From an optimization exercise on the open Yosys and OpenROAD flow, aimed at small area; shortcuts taken in it are not production practice. Only simulation tests tie the RTL to the original design; equivalence was not proved.

## JK
==> flow/design.v <==
package calc_pkg;
  localparam int DATA_W  = 16;   
  localparam int DIGIT_W = 4;    
  localparam int KEY_W   = 5;    
  typedef logic [DATA_W-1:0] data_t;
  typedef enum logic [1:0] {
    OP_ADD = 2'd0,
    OP_SUB = 2'd1,
    OP_MUL = 2'd2,
    OP_DIV = 2'd3
  } op_t;
  localparam logic [DIGIT_W-1:0] KEY_NEG = 4'd4;   
  localparam logic [DIGIT_W-1:0] KEY_EQ  = 4'd5;   
  localparam logic [DIGIT_W-1:0] KEY_AC  = 4'd6;   
  typedef struct packed {
    logic               is_func;   
    logic [DIGIT_W-1:0] value;     
  } digit_key_t;
  typedef struct packed {
    logic               is_func;   
    logic [DIGIT_W-1:0] code;      
  } func_key_t;
  typedef union packed {
    digit_key_t digit;
    func_key_t  func;
  } key_code_t;
endpackage
`timescale 1ns/1ns
module calc_top (
  input  logic                       clk,
  input  logic                       rst_n,
  input  logic [calc_pkg::KEY_W-1:0] i_key,
  input  logic                       i_key_valid,
  output logic                       o_key_ready,
  input  logic                       i_signed_mode,
  output calc_pkg::data_t            o_disp_data,
  output logic                       o_disp_valid,
  input  logic                       i_disp_ready,
  output logic [3:0]                 o_op_lamps,
  output logic                       o_error
);
  localparam logic [3:0] U_IDLE = 4'd0;    
  localparam logic [3:0] U_SHOW = 4'd1;    
  localparam logic [3:0] U_CLRS = 4'd2;    
  localparam logic [3:0] U_SHL  = 4'd4;    
  localparam logic [3:0] U_CPY  = 4'd5;    
  localparam logic [3:0] U_NEG  = 4'd6;    
  localparam logic [3:0] U_DIV  = 4'd8;    
  localparam logic [3:0] U_DIG  = 4'd9;    
  localparam logic [3:0] U_ADD  = 4'd12;   
  localparam logic [3:0] U_SUB  = 4'd13;
  localparam logic [3:0] U_MUL  = 4'd14;
  localparam logic [3:0] U_DA   = 4'd15;   
  localparam logic [1:0] T_B0    = 2'b00;
  localparam logic [1:0] T_B1    = 2'b01;
  localparam logic [1:0] T_B0M   = 2'b10;
  localparam logic [1:0] T_OTHER = 2'b11;
  localparam logic [1:0] O_A     = 2'b00;
  localparam logic [1:0] O_EQ    = 2'b01;
  localparam logic [1:0] O_ERR   = 2'b10;
  logic [3:0]  u;
  logic [3:0]  cnt;
  logic [1:0]  t;
  logic        neg;     
  logic [1:0]  op;      
  logic        nega;    
  logic [15:0] x;
  logic [15:0] y;
  logic [15:0] z;
  logic        p_y, p_z, p_b, q_g, q_glo, q_inv, q_16, a_cin;
  logic [16:0] p, q, s;
  assign p[15:0] = (p_y ? y : 16'd0) | (p_z ? {z[14:0], 1'b0} : 16'd0) |
                   {15'd0, p_b};
  assign p[16]   = p_z & z[15];
  assign q       = {q_16, ({{12{q_g}}, {4{q_glo}}} & x) ^ {16{q_inv}}};
  logic [17:0] c;
  assign c[0] = a_cin;
  for (genvar i = 0; i < 17; i++)
  begin : g_add
    assign s[i]   = p[i] ^ q[i] ^ c[i];
    assign c[i+1] = (p[i] & q[i]) | (p[i] & c[i]) | (q[i] & c[i]);
  end
  logic cnt0, cnt3, cnt15, sgn, negb, sub;
  assign cnt0  = (cnt == 4'b0000);
  assign cnt3  = cnt[2];             
  assign cnt15 = (cnt == 4'b1000);
  assign sgn   = i_signed_mode;
  assign negb  = sgn && x[15];
  assign sub   = cnt0 || y[0];
  always_comb
  begin
    p_y   = 1'b0;
    p_z   = 1'b0;
    p_b   = 1'b0;
    q_g   = 1'b0;
    q_glo = 1'b0;
    q_inv = 1'b0;
    q_16  = 1'b0;
    a_cin = 1'b0;
    case (u)
      U_IDLE: begin q_g = dig_keep; q_glo = dig_keep; q_inv = neg; a_cin = neg; end
      U_SHOW: begin q_g = 1'b1; q_glo = 1'b1; end
      U_DIG:  begin p_z = 1'b1; q_glo = cnt3; end
      U_SHL:  p_z = 1'b1;
      U_CPY:  p_y = 1'b1;
      U_NEG:  begin q_g = !m_b0x; q_glo = !m_b0x; q_inv = 1'b1; a_cin = 1'b1; end
      U_ADD:  begin p_y = 1'b1; q_g = 1'b1; q_glo = 1'b1; end
      U_SUB:  begin p_y = 1'b1; q_g = 1'b1; q_glo = 1'b1; q_inv = 1'b1; a_cin = 1'b1; end
      U_DA:   begin p_y = 1'b1; q_inv = 1'b1; end
      U_MUL:  begin p_z = !cnt0; q_g = y[15]; q_glo = y[15]; end
      U_DIV:
      begin
        p_z   = !cnt0;
        p_b   = y[15];
        q_g   = 1'b1;
        q_glo = 1'b1;
        q_16  = sub;
        q_inv = sub ^ negb;
        a_cin = sub ^ negb;
      end
      default: ;
    endcase
  end
  logic m_b0x;
  assign m_b0x = (t == T_B0);
  logic dig_keep;
  assign dig_keep = !(m_eq || (t == T_B0));
  logic       kf;
  logic       is_func;
  logic [3:0] code;
  logic       m_err, m_eq, m_b0, m_b1;
  logic       k_dig, k_neg, k_op, k_eq, k_ac;
  assign kf      = (u == U_IDLE) && i_key_valid;
  assign is_func = i_key[4];
  assign code    = i_key[3:0];
  logic m_pend;
  assign m_pend  = (t != T_OTHER);
  assign m_err   = !m_pend && (op == O_ERR);
  assign m_eq    = !m_pend && (op == O_EQ);
  assign m_b0    = (t == T_B0);
  assign m_b1    = (t == T_B1);
  assign k_ac    = kf && is_func && (code == calc_pkg::KEY_AC);
  assign k_dig   = kf && !m_err && !is_func;
  assign k_neg   = kf && !m_err && is_func && (code == calc_pkg::KEY_NEG) && sgn;
  assign k_op    = kf && !m_err && is_func && (code[3:2] == 2'b00);
  assign k_eq    = kf && !m_err && is_func && (code == calc_pkg::KEY_EQ);
  logic [3:0] calc_u;
  assign calc_u = {2'b11, op};
  assign o_key_ready  = (u == U_IDLE);
  assign o_disp_valid = (u == U_SHOW);
  assign o_disp_data  = x;
  assign o_error      = m_err;
  assign o_op_lamps   = m_pend ? (4'b0001 << op) : 4'b0000;
  always_ff @(posedge clk or negedge rst_n)
  begin
    if (!rst_n)
      u <= U_CLRS;
    else
    begin
      case (u)
        U_IDLE:
        begin
          if (k_ac)
            u <= U_CLRS;
          else if (k_dig)
            u <= U_DIG;
          else if (k_neg)
            u <= U_NEG;
          else if (k_op)
            u <= m_b1 ? calc_u : U_SHOW;
          else if (k_eq && m_pend)
            u <= calc_u;
        end
        U_SHOW:
        begin
          if (i_disp_ready)
            u <= (t == T_B0M) ? U_SHL : ((t == T_B0) ? U_CPY : U_IDLE);
        end
        U_CLRS: u <= U_SHOW;
        U_DIG:
        begin
          if (cnt3)
            u <= neg ? U_NEG : U_SHOW;
        end
        U_SHL:
        begin
          if (cnt15)
            u <= nega ? U_DIV : U_IDLE;
        end
        U_CPY:  u <= (t == T_B0) ? U_IDLE : ((nega ^ negb) ? U_NEG : U_SHOW);
        U_NEG:  u <= U_SHOW;
        U_ADD:  u <= U_SHOW;
        U_SUB:  u <= U_SHOW;
        U_MUL:
        begin
          if (cnt15)
            u <= U_SHOW;
        end
        U_DA:
        begin
          if (x == 16'd0)
            u <= U_IDLE;   
          else
            u <= (sgn && y[15]) ? U_SHL : U_DIV;
        end
        U_DIV:
        begin
          if (cnt15)
            u <= U_CPY;
        end
        default: ;
      endcase
    end
  end
  always_ff @(posedge clk)
  begin
    case (u)
      U_IDLE:
      begin
        if (k_dig)
        begin
          if (m_eq)
            op <= O_A;
          else if (m_b0)
            t <= T_B1;
        end
        else if (k_neg)
        begin
          if (!m_eq)
            neg <= !neg;
        end
        else if (k_op)
        begin
          t  <= T_B0M;
          op <= code[1:0];
          if (!m_b0)
            neg <= 1'b0;
        end
        else if (k_eq && m_pend)
        begin
          neg <= 1'b0;
          t   <= T_OTHER;
          op  <= O_EQ;
        end
      end
      U_CLRS:
      begin
        t   <= T_OTHER;
        op  <= O_A;
        neg <= 1'b0;
      end
      U_SHL:
      begin
        if (cnt15 && !nega)
          t <= T_B0;
      end
      U_DA:
      begin
        if (x == 16'd0)
        begin
          t  <= T_OTHER;   
          op <= O_ERR;
        end
      end
      default: ;
    endcase
  end
  always_ff @(posedge clk)
  begin
    if ((u == U_SHL) || (u == U_MUL) || (u == U_DIV) || (u == U_DIG))
      cnt <= {cnt[2:0], cnt[3] ^ cnt[2] ^ (cnt[2:0] == 3'b000)};
    else
      cnt <= 4'd0;
    if (u == U_SHOW)
      nega <= 1'b0;
    if (u == U_DA)
    begin
      nega <= sgn && y[15];
    end
  end
  logic x_s, x_dig;
  assign x_s    = (u == U_CLRS) || (u == U_ADD) || (u == U_SUB) || (u == U_CPY) ||
                  (u == U_NEG) || (u == U_MUL && cnt15) || (u == U_DIG && cnt3);
  assign x_dig  = k_dig;
  always_ff @(posedge clk)
  begin
    z <= s[15:0];
    if (x_s)
      x[15:4] <= s[15:4];
    if (x_s || x_dig)
      x[3:0] <= x_dig ? code : s[3:0];
    if ((u == U_MUL) || (u == U_DIV) || (u == U_SHL))
      y <= {y[14:0], s[16] ^ (nega || (u == U_DIV))};
  end
endmodule
Settings: LEC_CHECK=0, ABC_AREA=1, CAP_MARGIN=20, CORE_MARGIN=2, CORE_UTILIZATION=75, SLEW_MARGIN=20; clock period 45.0 ns.
standard.sh (not shown) runs the stock make flow with config.mk's settings and CLKGATE_MAP_FILE= SYNTH_SCRIPT=/design/flow/synth_recipe.tcl, a recipe that flattens the netlist after the stock synthesis.
==> flow/flow/run.sh <==
#!/bin/bash
set -euo pipefail
export BUFFER_PORTS_ARGS="-buffer_cell sky130_fd_sc_hd__buf_1"
export CTS_ARGS="-repair_clock_nets -dont_use_dummy_load -buf_list sky130_fd_sc_hd__clkbuf_8"
bash standard.sh > standard_flow.log 2>&1
Having completed the whole flow, JK delivered a layout that passed the timing, DRC and antenna checks.
#### Input delta (MS over JK)
# JK
export LEC_CHECK = 0
export ABC_AREA = 1
export CAP_MARGIN = 20
export CORE_MARGIN = 2
export CORE_UTILIZATION = 75
export SLEW_MARGIN = 20
create_clock -name core_clock -period 45.0 [get_ports {clk}]
# MS
export LEC_CHECK = 0
export ABC_AREA = 1
export CAP_MARGIN = 20
export CORE_MARGIN = 2
export CORE_UTILIZATION = 60
export SLEW_MARGIN = 20
create_clock -name core_clock -period 45.0 [get_ports {clk}]
==> flow/flow/run.sh <==
#!/bin/bash
# Standard layout, with the smallest buffer on every input and output port and a
# clock tree without dummy loads.
set -euo pipefail
export BUFFER_PORTS_ARGS="-buffer_cell sky130_fd_sc_hd__buf_1"
export CTS_ARGS="-sink_clustering_enable -repair_clock_nets -dont_use_dummy_load -buf_list sky130_fd_sc_hd__clkbuf_8"
bash standard.sh > standard_flow.log 2>&1
Results
Biggest cell delay along the critical path across JK and MS: no real change. Utilization ended up 17 points lower on MS than on JK. Cells: MS has more instances than JK. Diff JK -> MS: post-route fraction of the period consumed by the critical path comparable; minimum setup slack after placement now larger.
What AL does differently from MS at the input level:
# MS
export LEC_CHECK = 0
export ABC_AREA = 1
export CAP_MARGIN = 20
export CORE_MARGIN = 2
export CORE_UTILIZATION = 60
export SLEW_MARGIN = 20
create_clock -name core_clock -period 45.0 [get_ports {clk}]
# AL
export LEC_CHECK = 0
export ABC_AREA = 1
export CAP_MARGIN = 20
export CORE_MARGIN = 2
export CORE_UTILIZATION = 75
export SLEW_MARGIN = 20
create_clock -name core_clock -period 45.0 [get_ports {clk}]
==> flow/flow/run.sh <==
#!/bin/bash
set -euo pipefail
export BUFFER_PORTS_ARGS="-buffer_cell sky130_fd_sc_hd__buf_1"
export CTS_ARGS="-sink_clustering_enable -sink_clustering_size 30 -sink_clustering_max_diameter 100 -repair_clock_nets -dont_use_dummy_load -buf_list sky130_fd_sc_hd__clkbuf_8"
bash standard.sh > standard_flow.log 2>&1
## What came out
- In summary, AL completed successfully, with a layout that passed the timing, DRC and antenna checks.
- MS: no failed stages, no open violations at the end
- Depth of the worst register-to-register path (AL vs. MS) increases by a little under 10%
- The run showing the smaller area growth from synthesis to layout is AL.
- Sort MS and AL by time the final worst path needs with I/O delays and setup desc -> top: MS
- Comparing MS and AL, the lower cell count is on AL.
- Against MS, AL reports a global-route usage that is higher.
- In AL, cell count after placement is lower than in MS.
- Compared with MS, in AL final non-filler cell area down 25 sq um, final worst-path setup slack +0.018 ns, worst stage delay on the critical path barely changed, die area decreased about 20%.

---

calc_top, a different RTL version from the one above (not shown whole).
For scale: ~290 cells after synthesis, roughly 3200 µm² of cells after synthesis.
export LEC_CHECK = 0
export ABC_AREA = 1
export CAP_MARGIN = 20
export CORE_MARGIN = 2
export CORE_UTILIZATION = 75
export GPL_TIMING_DRIVEN = 0
export SLEW_MARGIN = 20
create_clock -name core_clock -period 45.0 [get_ports {clk}]
==> flow/flow/run.sh <==
#!/bin/bash
# Standard layout (standard.sh) with three changes:
#  - synthesis maps the logic with an area-oriented abc script (flow/abc_area.script);
#    everything else in synthesis, registers included, is the standard flow's,
#  - the smallest buffer (buf_1) on every input and output port,
#  - a clock tree of clkbuf_4 without dummy loads.
set -euo pipefail
rm -rf scripts_abc
cp -r "$FLOW_HOME/scripts" scripts_abc
cp flow/abc_area.script scripts_abc/abc_area.script
export SCRIPTS_DIR="$PWD/scripts_abc"
export BUFFER_PORTS_ARGS="-buffer_cell sky130_fd_sc_hd__buf_1"
export CTS_ARGS="-sink_clustering_enable -repair_clock_nets -dont_use_dummy_load -buf_list sky130_fd_sc_hd__clkbuf_4"
bash standard.sh > standard_flow.log 2>&1
==> flow/flow/abc_area.script <==
&get -n
&st
&dc2
&dch -f
&nf -R 1000 -p
&st
&dc2
&dch -f
&nf -R 1000 -p
&put
topo
stime -c
The starting point finished with timing, DRC and antenna clean.
Then changed:
==> flow/flow/run.sh (replaced) <==
#!/bin/bash
# Standard layout, with the smallest buffer on every input and output port and a
# clock tree without dummy loads.
set -euo pipefail
export BUFFER_PORTS_ARGS="-buffer_cell sky130_fd_sc_hd__buf_1"
export CTS_ARGS="-sink_clustering_enable -repair_clock_nets -dont_use_dummy_load -buf_list sky130_fd_sc_hd__clkbuf_4"
bash standard.sh > standard_flow.log 2>&1
GPL_TIMING_DRIVEN = not set   (was 0)
removed: flow/flow/abc_area.script
Clock-buffer cell count is unchanged. Final cell count is higher by 27%. Clock skew went down by 0.0065 ns. Global-route usage is lower by 4.0 points.
Then changed:
==> flow/flow/run.sh (replaced) <==
#!/bin/bash
# Standard layout (standard.sh) with three changes:
#  - synthesis maps the logic with an area-oriented abc script (flow/abc_area.script);
#    everything else in synthesis, registers included, is the standard flow's,
#  - the smallest buffer (buf_1) on every input and output port,
#  - a clock tree of clkbuf_4 without dummy loads.
set -euo pipefail
rm -rf scripts_abc
cp -r "$FLOW_HOME/scripts" scripts_abc
cp flow/abc_area.script scripts_abc/abc_area.script
export SCRIPTS_DIR="$PWD/scripts_abc"
export BUFFER_PORTS_ARGS="-buffer_cell sky130_fd_sc_hd__buf_1"
export CTS_ARGS="-sink_clustering_enable -repair_clock_nets -dont_use_dummy_load -buf_list sky130_fd_sc_hd__clkbuf_4"
bash standard.sh > standard_flow.log 2>&1
==> flow/flow/abc_area.script (new file) <==
&get -n
&st
&dc2
&dch -f
&nf -R 1000 -p
&st
&dc2
&dch -f
&nf -R 1000 -p
&put
topo
stime -c
CAP_MARGIN = 0   (was 20)
SLEW_MARGIN = 0   (was 20)
What happened:
- worst hold slack is better by 0.045 ns
- synthesized cell count fell by 27%
- worst setup slack degrades by 0.072 ns
- area after synthesis falls by 10%
- routed wire length climbs by 5.4%
- non-clock buffer count rises by 3
- count of clock-buffer cells in the layout stays the same
- flip-flop and latch count does not change
Then changed:
CAP_MARGIN = 20   (was 0)
SLEW_MARGIN = 20   (was 0)
Effect:
- via count stays the same
- routed wire length stays the same
- utilization is unchanged
- setup slack does not change
- cell area stays the same
- synthesized area stays the same
- final cell count is unchanged
- count of clock-buffer cells in the layout stays the same

---

Another version of the RTL of calc_top (not shown whole).
For scale: roughly 62 flip-flops, roughly 33 I/O pins.
export LEC_CHECK = 0
export ABC_AREA = 1
export CAP_MARGIN = 20
export CORE_MARGIN = 2
export CORE_UTILIZATION = 75
export SLEW_MARGIN = 20
create_clock -name core_clock -period 45.0 [get_ports {clk}]
==> flow/flow/run.sh <==
#!/bin/bash
# Standard layout (standard.sh) with three changes:
#  - synthesis maps the logic with an area-oriented abc script (flow/abc_area.script);
#    everything else in synthesis, registers included, is the standard flow's,
#  - the smallest buffer (buf_1) on every input and output port,
#  - a clock tree of clkbuf_4 without dummy loads.
set -euo pipefail
rm -rf scripts_abc
cp -r "$FLOW_HOME/scripts" scripts_abc
cp flow/abc_area.script scripts_abc/abc_area.script
export SCRIPTS_DIR="$PWD/scripts_abc"
export BUFFER_PORTS_ARGS="-buffer_cell sky130_fd_sc_hd__buf_1"
export CTS_ARGS="-sink_clustering_enable -repair_clock_nets -dont_use_dummy_load -sink_buffer_max_cap_derate 0.6 -buf_list sky130_fd_sc_hd__clkbuf_4"
bash standard.sh > standard_flow.log 2>&1
==> flow/flow/abc_area.script <==
&get -n
&st
&dc2
&dch -f
&nf -R 1000 -p
&st
&dc2
&dch -f
&nf -R 1000 -p
&put
topo
stime -c
The baseline passed the timing, DRC and antenna checks.
Then changed:
--- a/flow/flow/run.sh
+++ b/flow/flow/run.sh
@@ -13 +13 @@
-export CTS_ARGS="-sink_clustering_enable -repair_clock_nets -dont_use_dummy_load -sink_buffer_max_cap_derate 0.6 -buf_list sky130_fd_sc_hd__clkbuf_4"
+export CTS_ARGS="-sink_clustering_enable -repair_clock_nets -dont_use_dummy_load -buf_list sky130_fd_sc_hd__clkbuf_4"
--- a/flow/config.mk
+++ b/flow/config.mk
@@ -11 +11 @@
-export CORE_UTILIZATION = 75
+export CORE_UTILIZATION = 85
Outcome: The changed run produced a clean layout; die area fell by 11%; synthesized cell count is unchanged; non-clock buffer count stays the same; first-iteration DRC count grows by 21%.
Then changed:
--- a/flow/config.mk
+++ b/flow/config.mk
@@ -11 +11 @@
-export CORE_UTILIZATION = 85
+export CORE_UTILIZATION = 75
Outcome: Global-route usage is lower by 11 points; synthesized cell count stays the same; cell count is higher by 0.53%; clock-buffer cell count stays the same.
Then changed:
--- a/flow/flow/run.sh
+++ b/flow/flow/run.sh
@@ -13 +13 @@
-export CTS_ARGS="-sink_clustering_enable -repair_clock_nets -dont_use_dummy_load -buf_list sky130_fd_sc_hd__clkbuf_4"
+export CTS_ARGS="-sink_clustering_enable -repair_clock_nets -dont_use_dummy_load -buf_list \"sky130_fd_sc_hd__clkbuf_4 sky130_fd_sc_hd__clkbuf_8\""
Outcome:
- The changed run completed with no timing, DRC or antenna violations
- synthesized cell count is unchanged
- clock-buffer cell count is unchanged
- sequential share of layout area shrinks by 0.79 points
- routed wire length is higher by 1.5%
- core utilization grows by 1.4 points
- area after synthesis stays the same
- worst setup slack loses 0.16 ns
- worst hold slack gains 0.011 ns

[static timing again, ports no longer ideal]
No port has a modelled driver above. Below, the same layouts with a new extraction and two added sets of constraints.
Step 1: set_driving_cell puts a clkbuf_16 on clk and a buf_2 on each other input, an assumption about the parent block.
Step 2 moves the port delays by t, midway between the first and last clock arrival at a register: inputs arrive t later, outputs are due t later. That takes back most of the time a late clock gives input paths.
a / b / c = no drivers / after step 1 / after step 2; a / b = the first two.
| run | t (ns) | setup slack, ns | worst setup path after step 2 | worst register clock-pin slew, ns | cell pins on the clock port's net |
|---|---|---|---|---|---|
| JK | 0.362 | 28.082 / 28.086 / 27.724 | input to register | 0.06 / 0.06 | 1 |
| MS | 0.355 | 28.063 / 28.070 / 27.715 | input to register | 0.07 / 0.07 | 1 |
| AL | 0.362 | 28.082 / 28.086 / 27.724 | input to register | 0.06 / 0.06 | 1 |
| the first run of note 2 | 0.445 | 27.860 / 27.869 / 27.425 | input to register | 0.11 / 0.11 | 1 |
| the second run of note 2 | 0.429 | 28.150 / 28.158 / 27.728 | input to register | 0.10 / 0.10 | 1 |
| the third run of note 2 | 0.428 | 28.078 / 28.084 / 27.656 | input to register | 0.10 / 0.10 | 1 |
| the fourth run of note 2 | 0.428 | 28.078 / 28.084 / 27.656 | input to register | 0.10 / 0.10 | 1 |
| the first run of note 3 | 0.419 | 27.422 / 27.424 / 27.005 | input to register | 0.12 / 0.12 | 1 |
| the second run of note 3 | 0.432 | 27.134 / 27.139 / 26.707 | input to register | 0.11 / 0.11 | 1 |
| the third run of note 3 | 0.419 | 27.422 / 27.424 / 27.005 | input to register | 0.12 / 0.12 | 1 |
| the fourth run of note 3 | 0.356 | 27.263 / 27.269 / 26.914 | input to register | 0.08 / 0.08 | 1 |
After both steps setup and hold are still met in every run listed. The setup slack of the first run of note 2, which loses most, moves by +0.009 ns with the drivers and by -0.435 ns with both steps.
